This design comes from an exercise in tuning for small area on the open sky130 flow, not from production work. Function was checked by simulation only, so behaviour that the tests miss may differ from the original.

==> flow/design.v (outline; a module is shown in full before it is edited, if it fits) <==
// module dac_cond_channel: 93 lines
// module dac_cond_fa: 4 lines
// module dac_cond_ha: 4 lines
// module dac_cond_sel: 3 lines
// module dac_cond_sel0: 3 lines
// module dac_cond_x: 3 lines
// module dac_cond_xn: 3 lines
// module dac_cond_mul_a: 854 lines
// module dac_cond_mul_c: 841 lines
// module dac_output_conditioner: 76 lines
module dac_output_conditioner
#(
  parameter int DAC_DATA_WIDTH = 14,
  parameter int IN_DATA_WIDTH  = 16,
  parameter int GAIN_WIDTH     = 16
) (
  input  logic                             aclk,
  input  logic                             rst,
  input  logic signed [IN_DATA_WIDTH-1:0]  in_a,
  input  logic signed [IN_DATA_WIDTH-1:0]  in_b,
  input  logic signed [GAIN_WIDTH-1:0]     gain_a,
  input  logic signed [GAIN_WIDTH-1:0]     gain_b,
  input  logic signed [DAC_DATA_WIDTH-1:0] offset_a,
  input  logic signed [DAC_DATA_WIDTH-1:0] offset_b,
  input  logic                             enable_a,
  input  logic                             enable_b,
  input  logic [dac_cond_pkg::ENV_W-1:0]   ramp_step,
  input  logic                             sat_clr,
  output logic signed [DAC_DATA_WIDTH-1:0] dat_a_o,
  output logic signed [DAC_DATA_WIDTH-1:0] dat_b_o,
  output logic [1:0]                       state_a,
  output logic [1:0]                       state_b,
  output logic [dac_cond_pkg::SAT_CNT_W-1:0] sat_cnt_a,
  output logic [dac_cond_pkg::SAT_CNT_W-1:0] sat_cnt_b
);
  // ...
==> flow/run.sh <==
#!/bin/bash
# synth_recipe.tcl (not shown) runs the flow's synth.tcl, then flattens the netlist and writes it again
# the make line also repeats each setting of config.mk as NAME=value (left out here)
make -C /OpenROAD-flow-scripts/flow DESIGN_CONFIG=/design/flow/config.mk WORK_HOME=/design/flow/orfs CLKGATE_MAP_FILE= SYNTH_SCRIPT=/design/flow/synth_recipe.tcl finish
==> flow/config.mk <==
export PLATFORM = sky130hd
export DESIGN_NAME = dac_output_conditioner
export DESIGN_NICKNAME = dac_output_conditioner
export VERILOG_FILES = /design/flow/design.v
export SDC_FILE = /design/flow/constraint.sdc
export NUM_CORES = 4
export LEC_CHECK = 0
export CAP_MARGIN = 20
export CORE_MARGIN = 2
export CORE_UTILIZATION = 40
export SLEW_MARGIN = 20
export SYNTH_HIERARCHICAL = 1
==> flow/constraint.sdc <==
create_clock -name core_clock -period 8.0 [get_ports {aclk}]
set_input_delay 1.6000 -clock core_clock [delete_from_list [all_inputs] [get_ports {aclk}]]
set_output_delay 1.6000 -clock core_clock [all_outputs]
set_load 0.01 [all_outputs]
==> impl_metrics.ini, run 1 <==
[critical_path]
critical_path_depth = 24
path_max_fanout = 6
startpoint = gain_a[3]
cp_slowest_cell = fa_1
reg2reg_depth = 28

[timing]
tns_ns = 0
rsz0062_at_grt = false

[cells_and_area]
fin_cells = 4419
final_common_cell = o22ai_1
nFlopsAndLatches = 202
finalCoreUtilization_pct = 47.2
multi_input_gates = 2577
n_antenna_cell = 0
seq_share_pct = 11.6
regArea_um2 = 4040

[outcome]
status = complete, no violations

[global_route]
antenna_found_initial = 0
grt_pass1_wl_um = 136000
met1_usage_pct = 30.9
track_usage_pct = 21.8
met2_usage_pct = 35.6
use_met3_pct = 2.20

[min_path]
hp-start = u_ch_b.p2_q[14]

[synth]
syn_inst = 3058
yosys_warnings = 8
synth_mux_area_share_pct = 0.631
netlist_area_um2 = 29800

[floorplanning]
core-area_um2 = 74100
io-pin-count = 176

[place]
dp_slack_ns = -0.208

[route]
drt-initial-drc-count = 1709
==> module dac_cond_channel, before the edit <==
module dac_cond_channel
#(
  parameter int DAC_DATA_WIDTH = 14,
  parameter int IN_DATA_WIDTH  = 16,
  parameter int GAIN_WIDTH     = 16
) (
  input  logic                             clk_i,
  input  logic                             rst_i,
  input  logic                             kill_i,
  input  logic                             step_zero_i,
  input  logic signed [IN_DATA_WIDTH-1:0]  in_i,
  input  logic signed [GAIN_WIDTH-1:0]     gain_i,
  input  logic signed [DAC_DATA_WIDTH-1:0] offset_i,
  input  logic                             enable_i,
  input  logic [dac_cond_pkg::ENV_W-1:0]   ramp_step_i,
  input  logic                             sat_clr_i,
  output logic signed [DAC_DATA_WIDTH-1:0] dat_o,
  output logic [1:0]                       state_o,
  output logic [dac_cond_pkg::SAT_CNT_W-1:0] sat_cnt_o
);
  logic [1:0]        state_q;
  logic [13:0]       env_q;
  logic              on;
  logic [15:0]       env_x, step_x, env_r;
  logic              done;
  assign on     = state_q[1] & ~state_q[0];
  assign env_x  = {1'b0, on, env_q};
  assign step_x = {1'b0, ramp_step_i};
  logic [15:0] env_b;
  logic [10:0] env_c;
  logic [15:10] env_r0, env_r1;
  logic [16:10] env_c0, env_c1;
  assign env_b    = step_x ^ {16{~enable_i}};
  assign env_c[0] = ~enable_i;
  for (genvar k = 0; k < 10; k++) begin : g_env_lo
    dac_cond_fa u_fa (.a(env_x[k]), .b(env_b[k]), .c(env_c[k]), .s(env_r[k]), .co(env_c[k+1]));
  end
  assign env_c0[10] = 1'b0;
  assign env_c1[10] = 1'b1;
  for (genvar k = 10; k < 16; k++) begin : g_env_hi
    dac_cond_fa u_fa0 (.a(env_x[k]), .b(env_b[k]), .c(env_c0[k]), .s(env_r0[k]), .co(env_c0[k+1]));
    dac_cond_fa u_fa1 (.a(env_x[k]), .b(env_b[k]), .c(env_c1[k]), .s(env_r1[k]), .co(env_c1[k+1]));
  end
  assign env_r[15:10] = env_c[10] ? env_r1 : env_r0;
  assign done   = step_zero_i | (enable_i ? (env_r[15:14] != 2'b00)
                                          : (env_r[15] | (env_r == 16'd0)));
  always_ff @(posedge clk_i) begin
    if (rst_i) begin
      state_q <= 2'b00;
      env_q   <= '0;
    end else begin
      state_q <= {enable_i == done, ~done};
      env_q   <= done ? 14'd0 : env_r[13:0];
    end
  end
    logic signed [17:0] p2_q, p2d_q;
  logic signed [17:0] p2_d;
  dac_cond_mul_a u_mul_a (.a(in_i), .b(gain_i), .o(offset_i), .y(p2_d));
  logic        [17:0] m3;    
  logic signed [17:0] p3_q;
  logic               sat;
  logic signed [13:0] dat_q;
  dac_cond_mul_c u_mul_c (.p(p2d_q), .e(env_q), .yn(m3));
  always_ff @(posedge clk_i) begin
    p2_q  <= p2_d;
    p2d_q <= p2_q;
    p3_q  <= on ? p2d_q : $signed(~m3);
  end
  assign sat = (p3_q[17:13] != 5'b00000) & (p3_q[17:13] != 5'b11111);
  always_ff @(posedge clk_i) begin
    if (rst_i | kill_i) begin
      dat_q <= '0;
    end else begin
      dat_q <= sat ? {p3_q[17], {13{~p3_q[17]}}} : p3_q[13:0];
    end
  end
  assign dat_o   = dat_q;
  assign state_o = state_q;
  logic [15:0] sat_cnt_q, sat_cnt_s;
  logic [16:0] sat_cnt_c;
  assign sat_cnt_c[0] = sat & ~kill_i & ~&sat_cnt_q;
  for (genvar k = 0; k < 16; k++) begin : g_cnt_inc
    dac_cond_ha u_ha (.a(sat_cnt_q[k]), .b(sat_cnt_c[k]), .s(sat_cnt_s[k]), .co(sat_cnt_c[k+1]));
  end
  always_ff @(posedge clk_i) begin
    if (rst_i | sat_clr_i) begin
      sat_cnt_q <= '0;
    end else begin
      sat_cnt_q <= sat_cnt_s;
    end
  end
  assign sat_cnt_o = sat_cnt_q;
endmodule
==> run 2, diff against run 1 <==
--- a/flow/design.v
+++ b/flow/design.v
@@ -32,76 +32,80 @@
   input  logic                             enable_i,
   input  logic [dac_cond_pkg::ENV_W-1:0]   ramp_step_i,
   input  logic                             sat_clr_i,
   output logic signed [DAC_DATA_WIDTH-1:0] dat_o,
   output logic [1:0]                       state_o,
   output logic [dac_cond_pkg::SAT_CNT_W-1:0] sat_cnt_o
 );
   logic [1:0]        state_q;
-  logic [13:0]       env_q;
+  logic [13:0]       envn_q;
   logic              on;
-  logic [15:0]       env_x, step_x, env_r;
+  logic [15:0]       envn_x, step_x, envn_r;
   logic              done;
   assign on     = state_q[1] & ~state_q[0];
-  assign env_x  = {1'b0, on, env_q};
+  assign envn_x = {1'b1, ~on, envn_q};
   assign step_x = {1'b0, ramp_step_i};
   logic [15:0] env_b;
   logic [10:0] env_c;
   logic [15:10] env_r0, env_r1;
   logic [16:10] env_c0, env_c1;
-  assign env_b    = step_x ^ {16{~enable_i}};
-  assign env_c[0] = ~enable_i;
+  assign env_b    = step_x ^ {16{enable_i}};
+  assign env_c[0] = enable_i;
   for (genvar k = 0; k < 10; k++) begin : g_env_lo
-    dac_cond_fa u_fa (.a(env_x[k]), .b(env_b[k]), .c(env_c[k]), .s(env_r[k]), .co(env_c[k+1]));
+    dac_cond_fa u_fa (.a(envn_x[k]), .b(env_b[k]), .c(env_c[k]), .s(envn_r[k]), .co(env_c[k+1]));
   end
   assign env_c0[10] = 1'b0;
   assign env_c1[10] = 1'b1;
   for (genvar k = 10; k < 16; k++) begin : g_env_hi
-    dac_cond_fa u_fa0 (.a(env_x[k]), .b(env_b[k]), .c(env_c0[k]), .s(env_r0[k]), .co(env_c0[k+1]));
-    dac_cond_fa u_fa1 (.a(env_x[k]), .b(env_b[k]), .c(env_c1[k]), .s(env_r1[k]), .co(env_c1[k+1]));
+    dac_cond_fa u_fa0 (.a(envn_x[k]), .b(env_b[k]), .c(env_c0[k]), .s(env_r0[k]), .co(env_c0[k+1]));
+    dac_cond_fa u_fa1 (.a(envn_x[k]), .b(env_b[k]), .c(env_c1[k]), .s(env_r1[k]), .co(env_c1[k+1]));
   end
-  assign env_r[15:10] = env_c[10] ? env_r1 : env_r0;
-  assign done   = step_zero_i | (enable_i ? (env_r[15:14] != 2'b00)
-                                          : (env_r[15] | (env_r == 16'd0)));
+  assign envn_r[15:10] = env_c[10] ? env_r1 : env_r0;
+  assign done   = step_zero_i | (enable_i ? (envn_r[15:14] != 2'b11)
+                                          : (~envn_r[15] | (envn_r == 16'hFFFF)));
   always_ff @(posedge clk_i) begin
     if (rst_i) begin
       state_q <= 2'b00;
-      env_q   <= '0;
+      envn_q  <= '1;
     end else begin
       state_q <= {enable_i == done, ~done};
-      env_q   <= done ? 14'd0 : env_r[13:0];
+      envn_q  <= done ? 14'h3FFF : envn_r[13:0];
     end
   end
     logic signed [17:0] p2_q, p2d_q;
   logic signed [17:0] p2_d;
   dac_cond_mul_a u_mul_a (.a(in_i), .b(gain_i), .o(offset_i), .y(p2_d));
   logic        [17:0] m3;    
-  logic signed [17:0] p3_q;
+  logic signed [17:0] p3;
   logic               sat;
+  logic signed [13:0] c_q;
+  logic               sat_q;
   logic signed [13:0] dat_q;
-  dac_cond_mul_c u_mul_c (.p(p2d_q), .e(env_q), .yn(m3));
+  dac_cond_mul_c u_mul_c (.p(p2d_q), .en(envn_q), .yn(m3));
+  assign p3  = on ? p2d_q : $signed(~m3);
+  assign sat = (p3[17:13] != 5'b00000) & (p3[17:13] != 5'b11111);
   always_ff @(posedge clk_i) begin
     p2_q  <= p2_d;
     p2d_q <= p2_q;
-    p3_q  <= on ? p2d_q : $signed(~m3);
+    c_q   <= sat ? {p3[17], {13{~p3[17]}}} : p3[13:0];
+    sat_q <= sat;
   end
-  assign sat = (p3_q[17:13] != 5'b00000) & (p3_q[17:13] != 5'b11111);
   always_ff @(posedge clk_i) begin
     if (rst_i | kill_i) begin
       dat_q <= '0;
     end else begin
-      dat_q <= sat ? {p3_q[17], {13{~p3_q[17]}}} : p3_q[13:0];
+      dat_q <= c_q;
     end
   end
   assign dat_o   = dat_q;
   assign state_o = state_q;
   logic [15:0] sat_cnt_q, sat_cnt_s;
   logic [16:0] sat_cnt_c;
-  assign sat_cnt_c[0] = sat & ~kill_i & ~&sat_cnt_q;
+  assign sat_cnt_c[0] = sat_q & ~kill_i & ~&sat_cnt_q;
   for (genvar k = 0; k < 16; k++) begin : g_cnt_inc
     dac_cond_ha u_ha (.a(sat_cnt_q[k]), .b(sat_cnt_c[k]), .s(sat_cnt_s[k]), .co(sat_cnt_c[k+1]));
   end
   always_ff @(posedge clk_i) begin
     if (rst_i | sat_clr_i) begin
       sat_cnt_q <= '0;
     end else begin
       sat_cnt_q <= sat_cnt_s;
@@ -959,41 +963,90 @@
   wire s435, c435;
   dac_cond_fa u435 (.a(p309), .b(q255), .c(q288), .s(s435), .co(c435));
   wire s436, c436;
   dac_cond_fa u436 (.a(c432), .b(s435), .c(c433), .s(s436), .co(c436));
   wire s437, c437;
   dac_cond_fa u437 (.a(q257), .b(q290), .c(c435), .s(s437), .co(c437));
   wire w438 = ~(q292 ^ c437);
   wire w439 = q292 | c437;
-  wire w440 = q3 & p36;
-  wire w441 = q5 & w440;
-  wire k442 = (q40 & s310) | (q40 & w441) | (s310 & w441);
-  wire k443 = (c310 & s311) | (c310 & k442) | (s311 & k442);
-  wire k444 = (s312 & s313) | (s312 & k443) | (s313 & k443);
-  wire k445 = (s314 & s315) | (s314 & k444) | (s315 & k444);
-  wire k446 = (s317 & s318) | (s317 & k445) | (s318 & k445);
-  wire k447 = (s320 & s321) | (s320 & k446) | (s321 & k446);
-  wire k448 = (c321 & s325) | (c321 & k447) | (s325 & k447);
-  wire k449 = (s328 & s329) | (s328 & k448) | (s329 & k448);
-  wire k450 = (s333 & s334) | (s333 & k449) | (s334 & k449);
-  wire k451 = (c334 & s339) | (c334 & k450) | (s339 & k450);
-  wire k452 = (c339 & s345) | (c339 & k451) | (s345 & k451);
-  wire k453 = (s350 & s351) | (s350 & k452) | (s351 & k452);
+  wire lt440 = q3 & p36;
+  wire lg441 = q3 | p36;
+  wire lt442 = q40 & s310;
+  wire lg443 = q40 | s310;
+  wire lt444 = c310 & s311;
+  wire lg445 = c310 | s311;
+  wire lt446 = s312 & s313;
+  wire lg447 = s312 | s313;
+  wire lt448 = s314 & s315;
+  wire lg449 = s314 | s315;
+  wire lt450 = s317 & s318;
+  wire lg451 = s317 | s318;
+  wire lt452 = s320 & s321;
+  wire lg453 = s320 | s321;
+  wire lt454 = c321 & s325;
+  wire lg455 = c321 | s325;
+  wire lt456 = s328 & s329;
+  wire lg457 = s328 | s329;
+  wire lt458 = s333 & s334;
+  wire lg459 = s333 | s334;
+  wire lt460 = c334 & s339;
+  wire lg461 = c334 | s339;
+  wire lt462 = c339 & s345;
+  wire lg463 = c339 | s345;
+  wire lt464 = s350 & s351;
+  wire lg465 = s350 | s351;
+  wire lt466 = q5 & lt440;
+  wire lt467 = q5 & lg441;
+  wire lt468 = lg445 & lt442;
+  wire lg469 = lt444 | lt468;
+  wire lt470 = lg445 & lg443;
+  wire lt471 = lg449 & lt446;
+  wire lg472 = lt448 | lt471;
+  wire lt473 = lg449 & lg447;
+  wire lt474 = lg453 & lt450;
+  wire lg475 = lt452 | lt474;
+  wire lt476 = lg453 & lg451;
+  wire lt477 = lg457 & lt454;
+  wire lg478 = lt456 | lt477;
+  wire lt479 = lg457 & lg455;
+  wire lt480 = lg461 & lt458;
+  wire lg481 = lt460 | lt480;
+  wire lt482 = lg461 & lg459;
+  wire lt483 = lg465 & lt462;
+  wire lg484 = lt464 | lt483;
+  wire lt485 = lg465 & lg463;
+  wire lt486 = lt470 & lt466;
+  wire lg487 = lg469 | lt486;
+  wire lt488 = lt470 & lt467;
+  wire lt489 = lt476 & lg472;
+  wire lg490 = lg475 | lt489;
+  wire lt491 = lt476 & lt473;
+  wire lt492 = lt482 & lg478;
+  wire lg493 = lg481 | lt492;
+  wire lt494 = lt482 & lt479;
+  wire lt495 = lt491 & lg487;
+  wire lg496 = lg490 | lt495;
+  wire lt497 = lt491 & lt488;
+  wire lt498 = lt485 & lg493;
+  wire lg499 = lg484 | lt498;
+  wire lt500 = lt485 & lt494;
+  wire lt501 = lt500 & lg496;
+  wire lg502 = lg499 | lt501;
+  wire lt503 = lt500 & lt497;
   wire [17:0] ra = {1'b1, q294, w438, c436, c434, c431, c426, c422, c416, c411, c404, c398, c390, c383, c374, s373, c358, c351};
   wire [17:0] rb = {1'b0, w439, 1'b0, s437, s436, s434, s431, s426, s422, s416, s411, s404, s398, s390, s383, s374, s365, s358};
-  wire [17:0] rs = ra + rb + k453;
+  wire [17:0] rs = ra + rb + lg502;
   assign y = {rs[17], rs[16], rs[15], rs[14], rs[13], rs[12], rs[11], rs[10], rs[9], rs[8], rs[7], rs[6], rs[5], rs[4], rs[3], rs[2], rs[1], rs[0]};
 endmodule
 module dac_cond_mul_c (
   input  logic [17:0] p,
-  input  logic [13:0] e,
+  input  logic [13:0] en,
   output logic [17:0] yn
 );
-  wire [13:0] en = ~e;
   wire onen0 = ~(p[0] ^ 1'b0);
   wire twon1 = ~((p[1] & ~p[0] & ~1'b0) | (~p[1] & p[0] & 1'b0));
   wire sl2;
   dac_cond_sel0 usl2 (.onen(onen0), .x1n(en[0]), .y(sl2));
   wire q3;
   dac_cond_xn uq3 (.a(sl2), .b(p[1]), .y(q3));
   wire sl4;
   dac_cond_sel usl4 (.onen(onen0), .twon(twon1), .x1n(en[1]), .x0n(en[0]), .y(sl4));
@@ -1800,33 +1853,83 @@
   wire s441, c441;
   dac_cond_ha u441 (.a(q269), .b(q299), .s(s441), .co(c441));
   wire w442 = ~(s441 ^ c439);
   wire w443 = s441 | c439;
   wire s444, c444;
   dac_cond_fa u444 (.a(p270), .b(q301), .c(c441), .s(s444), .co(c444));
   wire s445, c445;
   dac_cond_ha u445 (.a(q303), .b(c444), .s(s445), .co(c445));
-  wire w446 = q3 | p33;
-  wire w447 = q5 | w446;
-  wire k448 = (q37 & w306) | (q37 & w447) | (w306 & w447);
-  wire k449 = (w307 & w308) | (w307 & k448) | (w308 & k448);
-  wire k450 = (s310 & w311) | (s310 & k449) | (w311 & k449);
-  wire k451 = (s313 & w314) | (s313 & k450) | (w314 & k450);
-  wire k452 = (s317 & w318) | (s317 & k451) | (w318 & k451);
-  wire k453 = (s321 & w322) | (s321 & k452) | (w322 & k452);
-  wire k454 = (w323 & w327) | (w323 & k453) | (w327 & k453);
-  wire k455 = (s331 & w332) | (s331 & k454) | (w332 & k454);
-  wire k456 = (s337 & w338) | (s337 & k455) | (w338 & k455);
-  wire k457 = (w339 & w344) | (w339 & k456) | (w344 & k456);
-  wire k458 = (w345 & w351) | (w345 & k457) | (w351 & k457);
-  wire k459 = (s357 & w358) | (s357 & k458) | (w358 & k458);
+  wire lt446 = q3 & p33;
+  wire lg447 = q3 | p33;
+  wire lt448 = q37 & w306;
+  wire lg449 = q37 | w306;
+  wire lt450 = w307 & w308;
+  wire lg451 = w307 | w308;
+  wire lt452 = s310 & w311;
+  wire lg453 = s310 | w311;
+  wire lt454 = s313 & w314;
+  wire lg455 = s313 | w314;
+  wire lt456 = s317 & w318;
+  wire lg457 = s317 | w318;
+  wire lt458 = s321 & w322;
+  wire lg459 = s321 | w322;
+  wire lt460 = w323 & w327;
+  wire lg461 = w323 | w327;
+  wire lt462 = s331 & w332;
+  wire lg463 = s331 | w332;
+  wire lt464 = s337 & w338;
+  wire lg465 = s337 | w338;
+  wire lt466 = w339 & w344;
+  wire lg467 = w339 | w344;
+  wire lt468 = w345 & w351;
+  wire lg469 = w345 | w351;
+  wire lt470 = s357 & w358;
+  wire lg471 = s357 | w358;
+  wire lg472 = q5 | lt446;
+  wire lt473 = lg451 & lt448;
+  wire lg474 = lt450 | lt473;
+  wire lt475 = lg451 & lg449;
+  wire lt476 = lg455 & lt452;
+  wire lg477 = lt454 | lt476;
+  wire lt478 = lg455 & lg453;
+  wire lt479 = lg459 & lt456;
+  wire lg480 = lt458 | lt479;
+  wire lt481 = lg459 & lg457;
+  wire lt482 = lg463 & lt460;
+  wire lg483 = lt462 | lt482;
+  wire lt484 = lg463 & lg461;
+  wire lt485 = lg467 & lt464;
+  wire lg486 = lt466 | lt485;
+  wire lt487 = lg467 & lg465;
+  wire lt488 = lg471 & lt468;
+  wire lg489 = lt470 | lt488;
+  wire lt490 = lg471 & lg469;
+  wire lt491 = lt475 & lg472;
+  wire lg492 = lg474 | lt491;
+  wire lt493 = lt475 & lg447;
+  wire lt494 = lt481 & lg477;
+  wire lg495 = lg480 | lt494;
+  wire lt496 = lt481 & lt478;
+  wire lt497 = lt487 & lg483;
+  wire lg498 = lg486 | lt497;
+  wire lt499 = lt487 & lt484;
+  wire lt500 = lt496 & lg492;
+  wire lg501 = lg495 | lt500;
+  wire lt502 = lt496 & lt493;
+  wire lt503 = lt490 & lg498;
+  wire lg504 = lg489 | lt503;
+  wire lt505 = lt490 & lt499;
+  wire lt506 = lt505 & lg501;
+  wire lg507 = lg504 | lt506;
+  wire lt508 = lt505 & lt502;
+  wire lg509 = lg507 | lt508;
   wire [17:0] ra = {p304, s445, w443, c440, w438, c434, w431, c426, w422, c416, w411, c404, w398, c390, w383, c374, w367, w359};
   wire [17:0] rb = {c445, 1'b1, s444, w442, s440, w437, s434, w430, s426, w421, s416, w410, s404, w397, s390, w382, s374, w366};
-  wire [17:0] rs = ra + rb + k459;
+  wire [17:0] rs = ra + rb + lg509;
   assign yn = {rs[17], rs[16], rs[15], rs[14], rs[13], rs[12], rs[11], rs[10], rs[9], rs[8], rs[7], rs[6], rs[5], rs[4], rs[3], rs[2], rs[1], rs[0]};
 endmodule
 module dac_output_conditioner
 #(
   parameter int DAC_DATA_WIDTH = 14,
   parameter int IN_DATA_WIDTH  = 16,
   parameter int GAIN_WIDTH     = 16
 ) (
==> run 2 against run 1 <==
  * Via count is 0.69% lower
  * Worst hold slack lost 0.0029 ns
  * Clock skew is 0.014 ns lower
  * Highest routed layer is now met5
  * Area after synthesis decreased by 0.72%
  * Critical endpoint is now u_ch_a.c_q[12]
  * First-iteration DRC count is 38% higher
  * Non-clock buffer count decreased by 30
  * Global-route usage up 0.54 points
  * Die area is 0.71% lower
==> impl_metrics.ini, run 2 <==
[synth]
synth_edf_count = 0
synth_flop_cell = dfxtp_1
synth_common_cells = 496 x o22ai_1, 430 x fa_1, 350 x xnor2_1
ys_ff_latch = 196
ys_seq_area_share_pct = 13.3
synth_area_leaders = fa_1 29%, dfxtp_1 13%, o22ai_1 11%
yosys_warnings = 8
syn_inst = 3024
ys_async_sr_fraction_pct = 0
synth.most_common_cell = o22ai_1
yosys.area.top_type = fa_1
synth_top_area_share_pct = 29.1
syn_avg_cell_area_um2 = 9.77
netlist_area_um2 = 29500
ys_types = 67

[route]
avgViaCountPerCell = 5.59
drt_wl_total_um = 84900
ant_nets = 0
route.detailed.wl_per_inst_um = 19.6
route.detailed.drc = 0
drt-initial-drc-count = 2357
via_count = 24200
firstDrtPassIters = 25

[place]
postPlaceCellArea_um2 = 33700
dp_slack_ns = 0.162
gp_congestion = 0.897
post-dp-hpwl_um = 66500
io_buffers = 175

[global_route]
gr-total-overflow = 0
track_usage_pct = 22.3
antenna_found_initial = 9
grt_pass1_vias = 23900
grt_pass1_wl_um = 134000
grt_start_max_net_pins = 29

[clock_network]
clock_latency_ns = 0.45
cts_sinks = 196
post_cts_buffers = 0
cts_made_buffers = 17
root_buffer = clkbuf_16
cts.repair.resized = 0
h-tree-depth = 4
cts_tree = done
cts.clk_slew.worst_paths_ns = 0.07
postCtsHoldBufs = 0
clockBufferDepth = 2

[floorplanning]
die_w_um = 276
io-pin-count = 176
dieHeight_um = 276
num_rows = 99
die-area_um2 = 76100
core-area_um2 = 73100
start_util_pct = 40.4

[cells_and_area]
final_common_cell = o22ai_1
layout_common_cells = 496 x o22ai_1, 430 x fa_1, 350 x xnor2_1
fin_nets = 4111
n_fill_cell = 7052
fin_area_um2 = 34200
areaGrowthSynthToFinish_pct = 15.9
drive_above_1_share_pct = 7.46

[timing]
hold_viol = 0
fin_ws_ns = 0.456
finalMaxSlewViolations = 0
finalCritPeriodShare_pct = 94.3
finalSetupViolCount = 0
rsz0062_at_grt = false
worst_slew_pin_slew_ns = 1.15
fmax_ghz = 0.133
tns_ns = 0
slew_headroom_pct = 22.4
finClkSkew_ns = 0.0121
min_period_ns = 7.54

[outcome]
status = complete, no violations

[run]
cap_violations = 0

[critical_path]
critPathKind = reg2reg
path_max_fanout = 14
r2r_start = u_ch_a.p2d_q[4]
startpoint_type = flop
startpoint = u_ch_a.p2d_q[4]
critPathRequiredTime_ns = 8.31
end_kind = flop
crit_arrival_ns = 7.86

[min_path]
hp-start = u_ch_a.p2_q[1]
hold_path_class = reg2reg
[run 2: cells by family (layout without fill, tap and decap cells)]
| kind of cell | count (synthesis) | count (layout) | share of synthesized area [%] |
|---|---|---|---|
| AO/OA/AOI/OAI | 803 | 803 | 17.4 |
| XOR/XNOR | 665 | 665 | 19.7 |
| adder cells (fa/ha/maj) | 639 | 639 | 37.9 |
| buffers and inverters | 253 | 603 | 3.38 |
| flip-flops | 196 | 196 | 13.3 |
| multiplexers | 16 | 16 | 0.576 |
| other | 4 | 9 | 0.0508 |
| AND/OR/NAND/NOR | 448 | 448 | 7.70 |
[run 2: cell type report]
type | count | area, µm² | area share, %
Clock buffer | 18 | 429 | 1.25
Inverter | 229 | 862 | 2.52
Clock inverter | 11 | 154 | 0.449
Sequential cell | 196 | 3920 | 11.5
Multi-Input combinational cell | 2579 | 24600 | 72.0
Antenna cell | 1 | 2.50 | 0.00731
Tap cell | 959 | 1200 | 3.50
Timing Repair Buffer | 345 | 3030 | 8.84
[run 2: worst paths after layout]
path | endpoint | slack [ns] | cells after the start
worst max-delay path | u_ch_a.c_q[12] | 0.46 | 27
worst min-delay path | u_ch_a.p2d_q[1] | 0.32 | 0
worst max register to register | u_ch_a.c_q[12] | 0.46 | 27
worst min register to register | u_ch_a.p2d_q[1] | 0.32 | 0
[run 2: worst max-delay path, cell delays in order (launching register included)]
cell and delay [ns]:
dfxtp_1 0.41, xnor2_1 0.94, buf_4 0.27, o22ai_1 0.09, xnor2_1 0.18, fa_1 0.40
fa_1 0.43, fa_1 0.51, inv_1 0.04, ha_1 0.31, a222oi_1 0.35, nand2_1 0.09
nand2_1 0.07, a31o_1 0.14, a21oi_2 0.09, fa_1 0.47, fa_1 0.44, nand2b_1 0.20
a21oi_2 0.24, nor4_4 0.09, nor4_2 0.35, a31oi_1 0.15, xor2_1 0.19, nor4_1 0.08
nand2_1 0.07, o21ai_0 0.09, o21ai_2 0.54, o21ai_1 0.16
[run 2: per-stage QoR]
| stage | utilization (%) | std cells | hold WS (ns) |
|---|---|---|---|
| CTS | 46.9 | 4337 | 0.318 |
| finish | 46.9 | 4338 | 0.323 |
| floorplan | - | 3028 | 0.310 |
| global placement | 46.1 | 4308 | 0.311 |
| detailed placement | 46.1 | 4308 | 0.312 |
| global route | 46.9 | 4337 | 0.332 |
[run 2: Yosys stat by module (local to each module, per instance), a selection]
module	copies in the design	cells inside
dac_cond_mul_c	2	243
dac_cond_mul_a	2	214
dac_output_conditioner	1	16
dac_cond_fa	422	1
dac_cond_ha	86	1
dac_cond_x	256	1
dac_cond_xn	286	1
dac_cond_sel	490	1
dac_cond_sel0	52	1
[run 2: routing by layer]
metal  track usage, %  part of all wire [%]  wire length, µm
met1             32.6                    46            39100
met2             34.3                    44            37500
met3             3.40                   7.7             6530
met4             5.93                   1.9             1630
met5                0                  0.12               98
==> run 3, diff against run 2 <==
--- a/flow/config.mk
+++ b/flow/config.mk
@@ -9,4 +9,6 @@
 export CORE_MARGIN = 2
 export CORE_UTILIZATION = 40
+export CTS_BUF_LIST = sky130_fd_sc_hd__clkbuf_4 sky130_fd_sc_hd__clkbuf_8
+export GPL_TIMING_DRIVEN = 0
 export SLEW_MARGIN = 20
 export SYNTH_HIERARCHICAL = 1
==> run 3 against run 2 <==
  * Area after synthesis unchanged
  * Highest routed layer unchanged
  * Setup slack worse by 0.093 ns
  * Critical path depth down 5
  * Still clean
  * Critical endpoint is now u_ch_a.p2_q[16]
==> impl_metrics.ini, run 3 <==
[clock_network]
clockBufferDepth = 2
cts_sinks = 196
cts.clk_slew.worst_paths_ns = 0.10
cts_made_buffers = 17
clock_latency_ns = 0.51
postCtsHoldBufs = 0
h-tree-depth = 4
root_buffer = clkbuf_8
cts_tree = done

[run]
cap_violations = 0

[critical_path]
crit_arrival_ns = 8.01
cp_slowest_stage_delay_ns = 0.58
startpoint_type = primary input
cp_slowest_cell = buf_2
end_kind = flop
critPathRequiredTime_ns = 8.38
crit_top_cell = fa_1
crit_chain = buf_2 > nor2_1 > a21oi_2 > buf_8 > o22ai_1 > xor2_1 > fa_1 > fa_1 > fa_1 > ha_1 > o21ai_0 > o22ai_1 > a221o_1 > a22o_1 > fa_1 > fa_1 > a21oi_1 > nor3_1 > nor3b_2 > o21ai_1 > mux2i_1 > nand2_1
critPathKind = in2reg
path_max_fanout = 23

[synth]
netlist_area_um2 = 29500
synth_top_area_share_pct = 29.1
synth_area_leaders = fa_1 29%, dfxtp_1 13%, o22ai_1 11%
synth_common_cells = 496 x o22ai_1, 430 x fa_1, 350 x xnor2_1
ys_ff_latch = 196
synth.most_common_cell = o22ai_1
yosys_warnings = 8
synth_flop_cell = dfxtp_1
ys_async_sr_fraction_pct = 0
yosys.area.top_type = fa_1
syn_inst = 3024
ys_types = 67
ys_seq_area_share_pct = 13.3
synth_edf_count = 0
syn_avg_cell_area_um2 = 9.77

[timing]
slew_headroom_pct = 22.9
hold_viol = 0
fmax_ghz = 0.131
whs_ns = 0.329
finalMaxSlewViolations = 0
rsz0062_at_grt = false
finalCritPeriodShare_pct = 95.5
min_period_ns = 7.64
finalSetupViolCount = 0
worst_slew_pin_slew_ns = 1.16
finClkSkew_ns = 0.0180

[route]
firstDrtPassIters = 17
route.detailed.wl_per_inst_um = 19.7
drt_wl_total_um = 82900
drt-initial-drc-count = 2300
route.detailed.drc = 0
avgViaCountPerCell = 5.65
via_count = 23800
ant_nets = 0

[floorplanning]
core-area_um2 = 73100
num_rows = 99
die-area_um2 = 76100
die_w_um = 276
start_util_pct = 40.4
io-pin-count = 176
dieHeight_um = 276

[place]
postPlaceCellArea_um2 = 33000
gp_congestion = 0.891
post-dp-hpwl_um = 61800
io_buffers = 175

[global_route]
gr-total-overflow = 0
grt_pass1_wl_um = 132000
antenna_found_initial = 11
grt_pass1_vias = 23700
track_usage_pct = 21.8
grt_start_max_net_pins = 25

[cells_and_area]
layout_common_cells = 496 x o22ai_1, 430 x fa_1, 320 x xnor2_1
finalCoreUtilization_pct = 45.9
drive_above_1_share_pct = 6.48
areaGrowthSynthToFinish_pct = 13.6
fin_nets = 3985
fin_area_um2 = 33600
final_common_cell = o22ai_1

[min_path]
hold_path_class = reg2reg

[outcome]
status = complete, no violations
[run 3: cell counts after synthesis]
Identical to the previous run, type by type.
[run 3: repair_timing]
| item | 4_1_cts | 5_1_grt |
|---|---|---|
| endpoints found under the setup margin | 26 | 39 |
| setup buffers | 0 | 2 |
| pin swaps | 0 | 0 |
| gates resized for setup | 4 | 32 |
| hold endpoints to repair | 0 | 0 |
[run 3: cell type report]
type,instances,area [µm²]
fillers,7121,39500
multi-input cells,2579,25100
flip-flops and latches,196,3970
repair buffers,195,1930
well taps,959,1200
inverters,229,866
clock buffers,19,262
plain buffers,24,138
clock inverters,13,116
diodes,4,10.0
[run 3: worst paths after layout]
| check | startpoint | depth (start not counted) | slack [ns] | end |
|---|---|---|---|---|
| max | gain_a[9] | 22 | 0.36 | u_ch_a.p2_q[16] |
| min | u_ch_a.p2_q[9] | 0 | 0.33 | u_ch_a.p2d_q[9] |
| max reg2reg | u_ch_a.p2d_q[11] | 26 | 0.41 | u_ch_a.c_q[11] |
| min reg2reg | u_ch_a.p2_q[9] | 0 | 0.33 | u_ch_a.p2d_q[9] |
[run 3: logic make-up (layout without fill, tap and decap cells)]
logic type      count (synthesis)  after routing  share of synthesized area, %
xor+xnor                      665            665                          19.7
simple gates                  448            448                          7.70
buf+inv                       253            480                          3.38
fa+ha+maj                     639            639                          37.9
other cells                     4             12                        0.0508
mux                            16             16                         0.576
compound gates                803            803                          17.4
flops                         196            196                          13.3
[run 3: Yosys stat by module (local to each module, per instance), excerpt]
module	flops+latches	cells	area (µm²)
dac_cond_sel0	0	1	3.75
dac_cond_xn	0	1	8.76
dac_cond_x	0	1	8.76
dac_cond_mul_c	0	243	1650
dac_cond_fa	0	1	20.0
dac_cond_ha	0	1	12.5
dac_cond_sel	0	1	6.26
dac_cond_mul_a	0	214	1390
dac_output_conditioner	2	16	131
[run 3: metrics by stage]
step	worst slack [ns]	setup TNS, ns	instances
6_report	0.363	0	4218
5_1_grt	0.00323	0	4216
4_1_cts	0.00824	0	4212
3_5_place_dp	-1.21	-15.88	4180
3_3_place_gp	-1.86	-65.02	4162
2_1_floorplan	0.819	0	3028
[run 3: metal layers]
layer / wire [µm] / track usage, %
met4: 1830 / 6.03
met2: 37700 / 34.3
met5: 96 / 0
met3: 6160 / 3.91
met1: 37200 / 30.8
[run 3: critical path: cells and delay by family]
family | cells | cell delay [ns]
xor+xnor | 1 | 0.20
buf+inv | 2 | 0.79
compound gates | 8 | 2.02
simple gates | 4 | 0.65
mux | 1 | 0.15
fa+ha+maj | 6 | 2.57
==> run 4, diff against run 3 <==
--- a/flow/config.mk
+++ b/flow/config.mk
@@ -10,5 +10,4 @@
 export CORE_UTILIZATION = 40
 export CTS_BUF_LIST = sky130_fd_sc_hd__clkbuf_4 sky130_fd_sc_hd__clkbuf_8
-export GPL_TIMING_DRIVEN = 0
 export SLEW_MARGIN = 20
 export SYNTH_HIERARCHICAL = 1
==> run 4 against run 3 <==
  * Routed wire length rose by 1.9%
  * Critical path depth rose by 5
  * Cell count rose by 2.8%
  * Worst hold slack got worse by 0.0087 ns
  * Die area did not move
  * Critical path type is now reg2reg
  * Non-clock buffer count rose by 126
  * Area after synthesis did not move
  * Setup slack improved by 0.054 ns
  * First-iteration DRC count fell by 3.7%
  * Synthesized cell count did not move
  * Count of clock-buffer cells in the layout fell by 1
==> impl_metrics.ini, run 4 <==
[timing]
finClkSkew_ns = 0.0181
min_period_ns = 7.58
finalCritPeriodShare_pct = 94.8
fin_ws_ns = 0.417
worst_slew_pin_slew_ns = 1.22
tns_ns = 0
rsz0062_at_grt = false
fmax_ghz = 0.132
hold_viol = 0
finalSetupViolCount = 0
slew_headroom_pct = 17.8
finalMaxSlewViolations = 0

[run]
cap_violations = 0

[floorplanning]
start_util_pct = 40.4
num_rows = 99
die-area_um2 = 76100
io-pin-count = 176
dieHeight_um = 276
core-area_um2 = 73100
die_w_um = 276

[cells_and_area]
fin_nets = 4111
areaGrowthSynthToFinish_pct = 15.3
drive_above_1_share_pct = 7.49
n_fill_cell = 7074
final_common_cell = o22ai_1
layout_common_cells = 496 x o22ai_1, 430 x fa_1, 350 x xnor2_1

[synth]
synth_common_cells = 496 x o22ai_1, 430 x fa_1, 350 x xnor2_1
synth_flop_cell = dfxtp_1
yosys_warnings = 8
synthXorXnorAreaFrac_pct = 19.7
ys_seq_area_share_pct = 13.3
syn_inst = 3024
synth_top_area_share_pct = 29.1
netlist_area_um2 = 29500
synthSimpleGateAreaFrac_pct = 7.70
ys_ff_latch = 196
yosys.area.top_type = fa_1
synth_top_family_by_area = adder cells
ys_async_sr_fraction_pct = 0
synth.most_common_cell = o22ai_1
ys_types = 67
synth_compound_area_share_pct = 17.4
synthAdderAreaFrac_pct = 37.9
synth_edf_count = 0
synth_mux_area_share_pct = 0.576
syn_avg_cell_area_um2 = 9.77
synth_area_leaders = fa_1 29%, dfxtp_1 13%, o22ai_1 11%

[clock_network]
clockBufferDepth = 2
cts_made_buffers = 17
cts_sinks = 196
cts.repair.resized = 0
clock_latency_ns = 0.50
root_buffer = clkbuf_8
cts.clk_slew.worst_paths_ns = 0.10
postCtsHoldBufs = 0
cts_tree = done
h-tree-depth = 4
post_cts_buffers = 0

[critical_path]
startpoint_type = flop
critPathRequiredTime_ns = 8.37
end_kind = flop
path_max_fanout = 14
crit_arrival_ns = 7.95
critPathKind = reg2reg

[route]
firstDrtPassIters = 24
drt-initial-drc-count = 2215
dr_wl_met3_um = 5950
route.detailed.drc = 0
avgViaCountPerCell = 5.56
via_count = 24100
top_layer = met5
drt_wl_total_um = 84600
route.detailed.wl_per_inst_um = 19.5
wl_met2_um = 37400
drt-met1-wl_um = 39500
ant_nets = 0

[global_route]
grt_pass1_vias = 23900
grt_start_max_net_pins = 29
track_usage_pct = 22.3
grt_pass1_wl_um = 134000
antenna_found_initial = 11
gr-total-overflow = 0

[outcome]
status = complete, no violations

[place]
gp_congestion = 0.897
dp_slack_ns = 0.162
post-dp-hpwl_um = 66500
io_buffers = 175

[min_path]
hold_path_class = reg2reg
[run 4: cell counts after synthesis]
No cell type changed its count.
[run 4: area by class of cell]
type                       count  area (µm²)  area share, %
antenna                        1        2.50        0.00735
clock buffer                  18         241          0.709
clock inverter                11         154          0.452
inverter                     229         862           2.53
multi-input combinational   2579       24600           72.4
sequential                   196        3920           11.5
tap                          959        1200           3.52
timing repair buffer         345        3030           8.89
[run 4: modules after synthesis (local to each module, per instance), a selection]
module	flip-flops and latches	cells inside
dac_cond_mul_c	0	243
dac_cond_ha	0	1
dac_cond_x	0	1
dac_cond_mul_a	0	214
dac_cond_fa	0	1
dac_output_conditioner	2	16
dac_cond_sel0	0	1
dac_cond_sel	0	1
dac_cond_xn	0	1
[run 4: worst paths after layout]
check / slack, ns / cells past startpoint / from / end
max: 0.42 / 27 / u_ch_a.p2d_q[4] / u_ch_a.c_q[12]
min: 0.32 / 0 / u_ch_a.p2_q[1] / u_ch_a.p2d_q[1]
min reg2reg: 0.32 / 0 / u_ch_a.p2_q[1] / u_ch_a.p2d_q[1]
max reg2reg: 0.42 / 27 / u_ch_a.p2d_q[4] / u_ch_a.c_q[12]
[run 4: metal layers]
| layer | global-route usage [%] | vias up |
|---|---|---|
| met5 | 0 | - |
| met4 | 6.18 | 16 |
| met3 | 3.44 | 105 |
| met2 | 34.1 | 925 |
| met1 | 32.5 | 11700 |
| li1 | - | 11300 |
[run 4: worst max-delay path: stages (launching register included)]
cell and delay, ns:
dfxtp_1 0.41, xnor2_1 0.98, buf_4 0.28, o22ai_1 0.09, xnor2_1 0.18, fa_1 0.40
fa_1 0.43, fa_1 0.51, inv_1 0.04, ha_1 0.32, a222oi_1 0.35, nand2_1 0.09
nand2_1 0.07, a31o_1 0.14, a21oi_2 0.08, fa_1 0.47, fa_1 0.44, nand2b_1 0.20
a21oi_2 0.25, nor4_4 0.09, nor4_2 0.35, a31oi_1 0.15, xor2_1 0.19, nor4_1 0.08
nand2_1 0.07, o21ai_0 0.10, o21ai_2 0.54, o21ai_1 0.16
[run 4: cell families after synthesis]
| group | Yosys count |
|---|---|
| flops | 196 |
| simple gates | 448 |
| fa+ha+maj | 639 |
| other cells | 4 |
| buf+inv | 253 |
| xor+xnor | 665 |
| mux | 16 |
| compound gates | 803 |
[run 4: through the flow]
step           hold slack (ns)  instance area (µm²)  utilization [%]  std cells
3_3_place_gp             0.311                33700             46.1       4308
6_report                 0.321                34100             46.6       4338
2_1_floorplan            0.310                29600                -       3028
4_1_cts                  0.316                34100             46.6       4337
5_1_grt                  0.335                34100             46.6       4338
3_5_place_dp             0.312                33700             46.1       4308

## static timing again, ports no longer ideal
How much do the figures lean on ideal ports? The routed layouts below were timed once more, with nothing changed but the port constraints. Step 1, drivers: a clkbuf_16 drives aclk and a buf_2 each remaining input, both assumed. Step 2 also shifts input and output timing later by t, the mid clock arrival at the registers, as if the neighbouring blocks saw the same clock. a / b / c = ideal ports / drivers / drivers and shift; a / b = the first two.
run	t, ns	setup WS [ns]	worst setup path after step 2	slew at the worst register clock pin (ns)	pins driven straight from the clock port
run 1	0.585	0.372 / 0.407 / -0.178	input to register	0.07 / 0.07	1
run 2	0.502	0.456 / 0.456 / 0.118	input to register	0.07 / 0.07	1
run 3	0.558	0.363 / 0.396 / -0.162	input to register	0.12 / 0.12	1
run 4	0.546	0.417 / 0.417 / 0.097	input to register	0.11 / 0.11	1
With both steps, setup timing fails in run 1 and run 3, where it was met with ideal ports. The setup slack of run 1, which loses most, moves by +0.035 ns with the drivers and by -0.550 ns with both steps.
